What follows belongs to an exercise in optimizing a design on an open flow for small area; a production flow would make more cautious choices.
Only simulation tests tie the RTL to the original design; equivalence was not proved.
No activity file was given, so power comes from the tool's default toggle rates.

==> inputs of trial 12 <==
Design tdes_dec, start of the top module:
module tdes_dec (
	input  logic             clk,
	input  logic             rst,
	input  tdes_pkg::key_t   ek1,
	input  tdes_pkg::key_t   ek2,
	input  tdes_pkg::key_t   ek3,
	input  tdes_pkg::block_t ct,
	output tdes_pkg::block_t pt,
	output tdes_pkg::key_t   k1,
	output tdes_pkg::key_t   k2,
	output tdes_pkg::key_t   k3
);
Settings: LEC_CHECK=0, CAP_MARGIN=20, CORE_MARGIN=2, CORE_UTILIZATION=40, SLEW_MARGIN=20; clock period 4.0 ns.
run.sh (not shown) runs the stock make flow with config.mk's settings and CLKGATE_MAP_FILE= SYNTH_SCRIPT=/design/flow/synth_recipe.tcl, a recipe that flattens the netlist after the stock synthesis.
==> inputs of trial 87, as changes to trial 12 <==
==> flow/design.v (replaced) <==
package tdes_pkg;
	localparam int HALF_W  = 64;
	localparam int BLOCK_W = 2 * HALF_W;
	localparam int LANE_W  = 16;
	typedef logic [HALF_W-1:0]  half_t;
	typedef logic [BLOCK_W-1:0] block_t;
	typedef logic [HALF_W-1:0]  key_t;
	typedef logic [LANE_W-1:0]  lane_t;
	localparam int ROUNDS_PER_STAGE = 16;
	localparam int NUM_STAGES       = 3;
	localparam int TOTAL_ROUNDS = NUM_STAGES * ROUNDS_PER_STAGE;
endpackage
package tdes_ctrl_pkg;
	typedef enum logic [1:0] {
		SEQ_LOAD,
		SEQ_RUN,
		SEQ_FINISH,
		SEQ_HOLD
	} seq_state_t;
	typedef enum logic [1:0] {
		STAGE_DEC3,
		STAGE_ENC2,
		STAGE_DEC1
	} stage_t;
	typedef logic [3:0] round_t;
endpackage
`timescale 1ns/1ps
module tdes_dec (
	input  logic             clk,
	input  logic             rst,
	input  tdes_pkg::key_t   ek1,
	input  tdes_pkg::key_t   ek2,
	input  tdes_pkg::key_t   ek3,
	input  tdes_pkg::block_t ct,
	output tdes_pkg::block_t pt,
	output tdes_pkg::key_t   k1,
	output tdes_pkg::key_t   k2,
	output tdes_pkg::key_t   k3
);
	function automatic tdes_pkg::key_t step_key(input tdes_pkg::key_t a);
		tdes_pkg::lane_t a0;
		tdes_pkg::lane_t a1;
		tdes_pkg::lane_t a2;
		tdes_pkg::lane_t a3;
		a0 = a[15:0];
		a1 = a[31:16];
		a2 = a[47:32];
		a3 = a[63:48];
		step_key = {a1 ^ a0 ^ a3, a2 ^ a3, a1 ^ a2, a1 ^ a0};
	endfunction
	logic [5:0]     n;
	tdes_pkg::half_t a;
	tdes_pkg::half_t b;
	tdes_pkg::half_t t;
	tdes_pkg::key_t  rk;
	tdes_pkg::key_t  k2_q;
	tdes_pkg::key_t  k3_q;
	logic            sw;
	logic            done;
	always_ff @(posedge clk) begin
		if (rst) n <= '0;
		else if (n != 6'd50) n <= n + 6'd1;
	end
	assign done = (n == 6'd50);
	assign sw   = (n == 6'd17) || (n == 6'd33) || done;
	always_comb begin
		if (n == 6'd0) t = ct[63:0];
		else if (n == 6'd1) t = ct[127:64];
		else if (done) t = b;
		else t = a ^ b ^ rk;
	end
	always_ff @(posedge clk) begin
		a <= sw ? a : t;
		b <= sw ? t : a;
	end
	always_ff @(posedge clk) begin
		if (n <= 6'd1) rk <= ek3;
		else if (n == 6'd17) rk <= ek2;
		else if (n == 6'd33) rk <= ek1;
		else if (n < 6'd49) rk <= step_key(rk);
	end
	always_ff @(posedge clk) begin
		if (rst) begin
			k2_q <= '0;
			k3_q <= '0;
		end else begin
			if (n == 6'd16) k3_q <= ek3;
			if (n == 6'd32) k2_q <= ek2;
		end
	end
	assign pt = done ? {a, b} : '0;
	assign k1 = (n >= 6'd49) ? rk : '0;
	assign k2 = k2_q;
	assign k3 = k3_q;
endmodule
==> comparison table <==
quantity                                                           trial 12          trial 87
Post-synthesis compound-gate area fraction                            12.2%             23.7%
Total clock buffers created by CTS                                       57                38
CP endpoint kind                                                  flip-flop       output port
Period Utilization, post-route                                        67.8%             96.2%
Number of cells on the worst reg-to-reg path                              4                 7
End of the worst register-to-register path         cap0.k3[31]$_SDFFE_PP0P_  rk[41]$_DFFE_PP_
Internal Power                                                     0.0128 W         0.00893 W
Final setup skew                                                  0.0178 ns         0.0235 ns
Amount of wire on met2 after detailed routing                       46.8 mm           36.7 mm
Data arrival at the endpoint of the critical path                   3.16 ns           3.05 ns
Met1 usage in global routing                                          38.2%             40.3%
Result of the run                          no timing/DRC/antenna violations  no timing/DRC/antenna violations
Setup Slack @ Placement                                             1.31 ns          0.722 ns
Drt first-iter violations                                              1922              1523

* * *

==> inputs of job 9781 <==
Another version of the RTL of tdes_dec (not shown whole).
==> flow/config.mk <==
export PLATFORM = sky130hd
export DESIGN_NAME = tdes_dec
export DESIGN_NICKNAME = tdes_dec
export VERILOG_FILES = /design/flow/design.v
export SDC_FILE = /design/flow/constraint.sdc
export NUM_CORES = 4
export LEC_CHECK = 0
export CAP_MARGIN = 20
export CORE_MARGIN = 2
export CORE_UTILIZATION = 48
export PLACE_DENSITY = 0.75
export SLEW_MARGIN = 20
==> flow/constraint.sdc <==
create_clock -name core_clock -period 4.0 [get_ports {clk}]
set_input_delay 0.8000 -clock core_clock [delete_from_list [all_inputs] [get_ports {clk}]]
set_output_delay 0.8000 -clock core_clock [all_outputs]
set_load 0.01 [all_outputs]
standard.sh (not shown) runs the stock make flow with config.mk's settings and CLKGATE_MAP_FILE= SYNTH_SCRIPT=/design/flow/synth_recipe.tcl, a recipe that flattens the netlist after the stock synthesis.
==> flow/flow/run.sh <==
#!/bin/bash
# Layout flow: the standard ORFS flow (standard.sh) with three changes.
#  1. Synthesis maps the logic with an area-oriented ABC script
#     (flow/abc_area.script) in place of ORFS's speed script. The rest of
#     synthesis is the standard one, so the registers are the same.
#  2. Every port gets the smallest buffer (buf_1) in place of the default.
#  3. Clock tree: clkbuf_8 buffers, up to 16 registers per leaf buffer
#     within 60 um, no dummy loads.
# Each tool's output goes to ORFS's own logs under orfs/logs; the make
# output goes to area_standard.log.
set -euo pipefail
here=$(pwd)
fl=$here/flow

# ORFS's synthesis script with only its abc call changed
sed 's|log_cmd abc {\*}\$abc_args|log_cmd abc -script '"$fl"'/abc_area.script {*}$lib_args {*}$lib_dont_use_args|' \
	"$FLOW_HOME/scripts/synth.tcl" > "$here/orfs_synth_area.tcl"
grep -q 'abc_area.script' "$here/orfs_synth_area.tcl"

# The standard flow's synthesis wrapper, sourcing that script
sed "s|\$::env(SCRIPTS_DIR)/synth.tcl|$here/orfs_synth_area.tcl|" synth_recipe.tcl > "$here/area_synth.tcl"
grep -q 'orfs_synth_area.tcl' "$here/area_synth.tcl"

# standard.sh, using that wrapper
sed "s|$here/synth_recipe.tcl|$here/area_synth.tcl|g" standard.sh > "$here/area_standard.sh"
grep -q 'area_synth.tcl' "$here/area_standard.sh"

export BUFFER_PORTS_ARGS="-buffer_cell sky130_fd_sc_hd__buf_1"
export CTS_ARGS="-sink_clustering_enable -repair_clock_nets -buf_list sky130_fd_sc_hd__clkbuf_4 -sink_clustering_size 10 -sink_clustering_max_diameter 40 -dont_use_dummy_load"
bash "$here/area_standard.sh" > "$here/area_standard.log" 2>&1
==> flow/flow/abc_area.script <==
strash
dc2
&get -n
&dch -f
&nf -R 1000
&put
==> job 2935: changes against job 9781 <==
--- a/flow/flow/run.sh
+++ b/flow/flow/run.sh
@@ -1,10 +1,10 @@
 #!/bin/bash
-# Layout flow: the standard ORFS flow (standard.sh) with three changes.
+# Layout flow: the standard ORFS flow (standard.sh) with two changes.
 #  1. Synthesis maps the logic with an area-oriented ABC script
 #     (flow/abc_area.script) in place of ORFS's speed script. The rest of
 #     synthesis is the standard one, so the registers are the same.
 #  2. Every port gets the smallest buffer (buf_1) in place of the default.
-#  3. Clock tree: clkbuf_8 buffers, up to 16 registers per leaf buffer
-#     within 60 um, no dummy loads.
+#  3. Clock tree: clkbuf_8 buffers, up to 30 registers per leaf buffer, no
+#     dummy loads.
 # Each tool's output goes to ORFS's own logs under orfs/logs; the make
 # output goes to area_standard.log.
@@ -27,4 +27,4 @@
 
 export BUFFER_PORTS_ARGS="-buffer_cell sky130_fd_sc_hd__buf_1"
-export CTS_ARGS="-sink_clustering_enable -repair_clock_nets -buf_list sky130_fd_sc_hd__clkbuf_4 -sink_clustering_size 10 -sink_clustering_max_diameter 40 -dont_use_dummy_load"
+export CTS_ARGS="-sink_clustering_enable -repair_clock_nets -buf_list sky130_fd_sc_hd__clkbuf_16 -sink_clustering_size 30 -sink_clustering_max_diameter 100 -dont_use_dummy_load"
 bash "$here/area_standard.sh" > "$here/area_standard.log" 2>&1
CORE_UTILIZATION = 40   (was 48)
PLACE_DENSITY = default   (was 0.75)
==> run notes <==
* DR vias at about 16000
* CTS root buf: clkbuf_4
* Hold Path Origin: ek1[5]
* First DRT Iteration DRCs at roughly 1900
* Wire length on met2 at 27800 um
* Core area at 31600 um2
* CTS buffer count at between 40 and 50
* GRT Overall Usage at between 30 and 40%
* Worst-Margin Slew at between 900 and 1000 ps
* Bufs w/o clock at 659
* Status: finished clean
* Min Hold Slack at roughly 240 ps
* Hold Path Sink: g_key[5].keys.rk_n[0]
* Clock Latency Late Sink at 730 ps
* Clkbuf count at 48
[end of results for job 9781]
==> run notes <==
* Most numerous cell in the Yosys netlist: nor2_1
* CTS buffer count at 15
* Final hold viol count at 0
* Wire length on met2 at 28200 um
* DR vias at between 15000 and 20000
* Post-CTS Hold Buffers at 0
* Worst-Margin Slew at roughly 980 ps
* Min Hold Slack at approximately 430 ps
* Status: finished clean
* R2R Setup Slk at ~970 ps
* Hold Path Sink: g_key[15].keys.rk_n[0]
* Met1 usage at between 30% and 40%
* Core area at ~38000 um2
* CTS root buf: clkbuf_16
* GRT met2 Usage at between 40% and 50%
* Hold Path Origin: ek1[15]
* FFs & Latches at 326
[end of results for job 2935]

* * *

==> run a: inputs <==
tdes_dec again, from the RTL that the note above started with.
clock: 4.0 ns
lec_check: 0
cap_margin: 20
core_margin: 2
core_utilization: 40
slew_margin: 20
==> flow/flow/run.sh <==
#!/bin/bash
# Layout flow: the standard ORFS flow (standard.sh) with two changes.
#  1. Synthesis maps the logic with an area-oriented ABC script
#     (flow/abc_area.script) in place of ORFS's speed script. The rest of
#     synthesis is the standard one, so the registers are the same.
#  2. Every port gets the smallest buffer (buf_1) in place of the default.
#  3. Clock tree: clkbuf_8 buffers, up to 30 registers per leaf buffer, no
#     dummy loads.
# Each tool's output goes to ORFS's own logs under orfs/logs; the make
# output goes to area_standard.log.
set -euo pipefail
here=$(pwd)
fl=$here/flow

# ORFS's synthesis script with only its abc call changed
sed 's|log_cmd abc {\*}\$abc_args|log_cmd abc -script '"$fl"'/abc_area.script {*}$lib_args {*}$lib_dont_use_args|' \
	"$FLOW_HOME/scripts/synth.tcl" > "$here/orfs_synth_area.tcl"
grep -q 'abc_area.script' "$here/orfs_synth_area.tcl"

# The standard flow's synthesis wrapper, sourcing that script
sed "s|\$::env(SCRIPTS_DIR)/synth.tcl|$here/orfs_synth_area.tcl|" synth_recipe.tcl > "$here/area_synth.tcl"
grep -q 'orfs_synth_area.tcl' "$here/area_synth.tcl"

# standard.sh, using that wrapper
sed "s|$here/synth_recipe.tcl|$here/area_synth.tcl|g" standard.sh > "$here/area_standard.sh"
grep -q 'area_synth.tcl' "$here/area_standard.sh"

export BUFFER_PORTS_ARGS="-buffer_cell sky130_fd_sc_hd__buf_1"
export CTS_ARGS="-sink_clustering_enable -repair_clock_nets -buf_list sky130_fd_sc_hd__clkbuf_8 -sink_clustering_size 16 -sink_clustering_max_diameter 60 -dont_use_dummy_load"
bash "$here/area_standard.sh" > "$here/area_standard.log" 2>&1
Scripts as last shown in full above: flow/flow/abc_area.script
==> inputs of run b, as changes to run a <==
--- a/flow/flow/run.sh
+++ b/flow/flow/run.sh
@@ -4,8 +4,6 @@
 #     (flow/abc_area.script) in place of ORFS's speed script. The rest of
 #     synthesis is the standard one, so the registers are the same.
 #  2. Every port gets the smallest buffer (buf_1) in place of the default.
-#  3. Clock tree: clkbuf_8 buffers, up to 30 registers per leaf buffer, no
-#     dummy loads.
 # Each tool's output goes to ORFS's own logs under orfs/logs; the make
 # output goes to area_standard.log.
 set -euo pipefail
@@ -26,5 +24,4 @@
 grep -q 'area_synth.tcl' "$here/area_standard.sh"
 
 export BUFFER_PORTS_ARGS="-buffer_cell sky130_fd_sc_hd__buf_1"
-export CTS_ARGS="-sink_clustering_enable -repair_clock_nets -buf_list sky130_fd_sc_hd__clkbuf_8 -sink_clustering_size 16 -sink_clustering_max_diameter 60 -dont_use_dummy_load"
 bash "$here/area_standard.sh" > "$here/area_standard.log" 2>&1
--- a/flow/config.mk
+++ b/flow/config.mk
@@ -7,5 +7,5 @@
 export LEC_CHECK = 0
 export CAP_MARGIN = 20
 export CORE_MARGIN = 2
-export CORE_UTILIZATION = 40
+export CORE_UTILIZATION = 60
 export SLEW_MARGIN = 20
==> inputs of run c, as changes to run a <==
--- a/flow/flow/run.sh
+++ b/flow/flow/run.sh
@@ -1,11 +1,11 @@
 #!/bin/bash
-# Layout flow: the standard ORFS flow (standard.sh) with two changes.
+# Layout flow: the standard ORFS flow (standard.sh) with three changes.
 #  1. Synthesis maps the logic with an area-oriented ABC script
 #     (flow/abc_area.script) in place of ORFS's speed script. The rest of
 #     synthesis is the standard one, so the registers are the same.
 #  2. Every port gets the smallest buffer (buf_1) in place of the default.
-#  3. Clock tree: clkbuf_8 buffers, up to 30 registers per leaf buffer, no
-#     dummy loads.
+#  3. Clock tree: clkbuf_8 buffers, up to 16 registers per leaf buffer
+#     within 60 um, no dummy loads.
 # Each tool's output goes to ORFS's own logs under orfs/logs; the make
 # output goes to area_standard.log.
 set -euo pipefail
@@ -26,5 +26,5 @@
 grep -q 'area_synth.tcl' "$here/area_standard.sh"
 
 export BUFFER_PORTS_ARGS="-buffer_cell sky130_fd_sc_hd__buf_1"
-export CTS_ARGS="-sink_clustering_enable -repair_clock_nets -buf_list sky130_fd_sc_hd__clkbuf_8 -sink_clustering_size 16 -sink_clustering_max_diameter 60 -dont_use_dummy_load"
+export CTS_ARGS="-sink_clustering_enable -repair_clock_nets -buf_list sky130_fd_sc_hd__clkbuf_8 -sink_clustering_size 14 -sink_clustering_max_diameter 50 -dont_use_dummy_load"
 bash "$here/area_standard.sh" > "$here/area_standard.log" 2>&1
--- a/flow/config.mk
+++ b/flow/config.mk
@@ -7,5 +7,6 @@
 export LEC_CHECK = 0
 export CAP_MARGIN = 20
 export CORE_MARGIN = 2
-export CORE_UTILIZATION = 40
+export CORE_UTILIZATION = 48
+export PLACE_DENSITY = 0.75
 export SLEW_MARGIN = 20
==> comparison <==
Run b did not get past I/O pin placement (3_2_place_iop). Run c finished clean. Run a completed without violations.
Between run a and run c, the lower clock-buffer cell count is in run a (gap 4).
In combinational power, run c and run a hardly differ.
In run c the non-clock buffer count is lower than in run a, by 4.
Against run a, the fmax of run c is higher by 3.2%.
Of run a and run c, run c has the higher worst hold slack (gap 0.023 ns).
Sequential share of layout area: run c is higher than run a (0.27 points).
Against run c, the first-iteration DRC count of run a is lower by about 24%.
Cell count: run c is lower than run a (3.8%).
In critical path depth, run c and run a do not differ.
Between run a and run c, the lower register-to-register slack is in run c (gap 0.03 ns).

[re-timing with driven ports]
How much do the figures lean on ideal ports? The routed layouts below were timed once more, with nothing changed but the port constraints.
Step 1 assumes that a clkbuf_16 drives the clock port and a buf_2 every other input.
Step 2, shift: input delay + t, output delay - t, t = (earliest + latest rising clock arrival at the registers) / 2. This alone moves slack from input paths to output paths.
Three values: no drivers, after step 1, after step 2; two values: the first two.
| run | shift t [ns] | setup slack, ns | worst setup path after step 2 | worst register clock-pin slew, ns | pins driven straight from the clock port |
|---|---|---|---|---|---|
| trial 12 | 0.665 | 1.289 / 1.289 / 1.289 | register to register | 0.06 / 0.06 | 1 |
| trial 87 | 0.595 | 0.153 / 0.098 / 0.693 | register to output | 0.06 / 0.06 | 1 |
| job 9781 | 0.744 | 0.549 / 0.502 / 1.049 | register to register | 0.12 / 0.12 | 1 |
| job 2935 | 0.554 | 0.715 / 0.665 / 0.966 | register to register | 0.12 / 0.12 | 1 |
| run a | 0.619 | 0.626 / 0.576 / 1.013 | register to register | 0.11 / 0.11 | 1 |
| run c | 0.584 | 0.731 / 0.683 / 0.977 | register to register | 0.09 / 0.09 | 1 |
After both steps setup and hold are still met in every run listed.
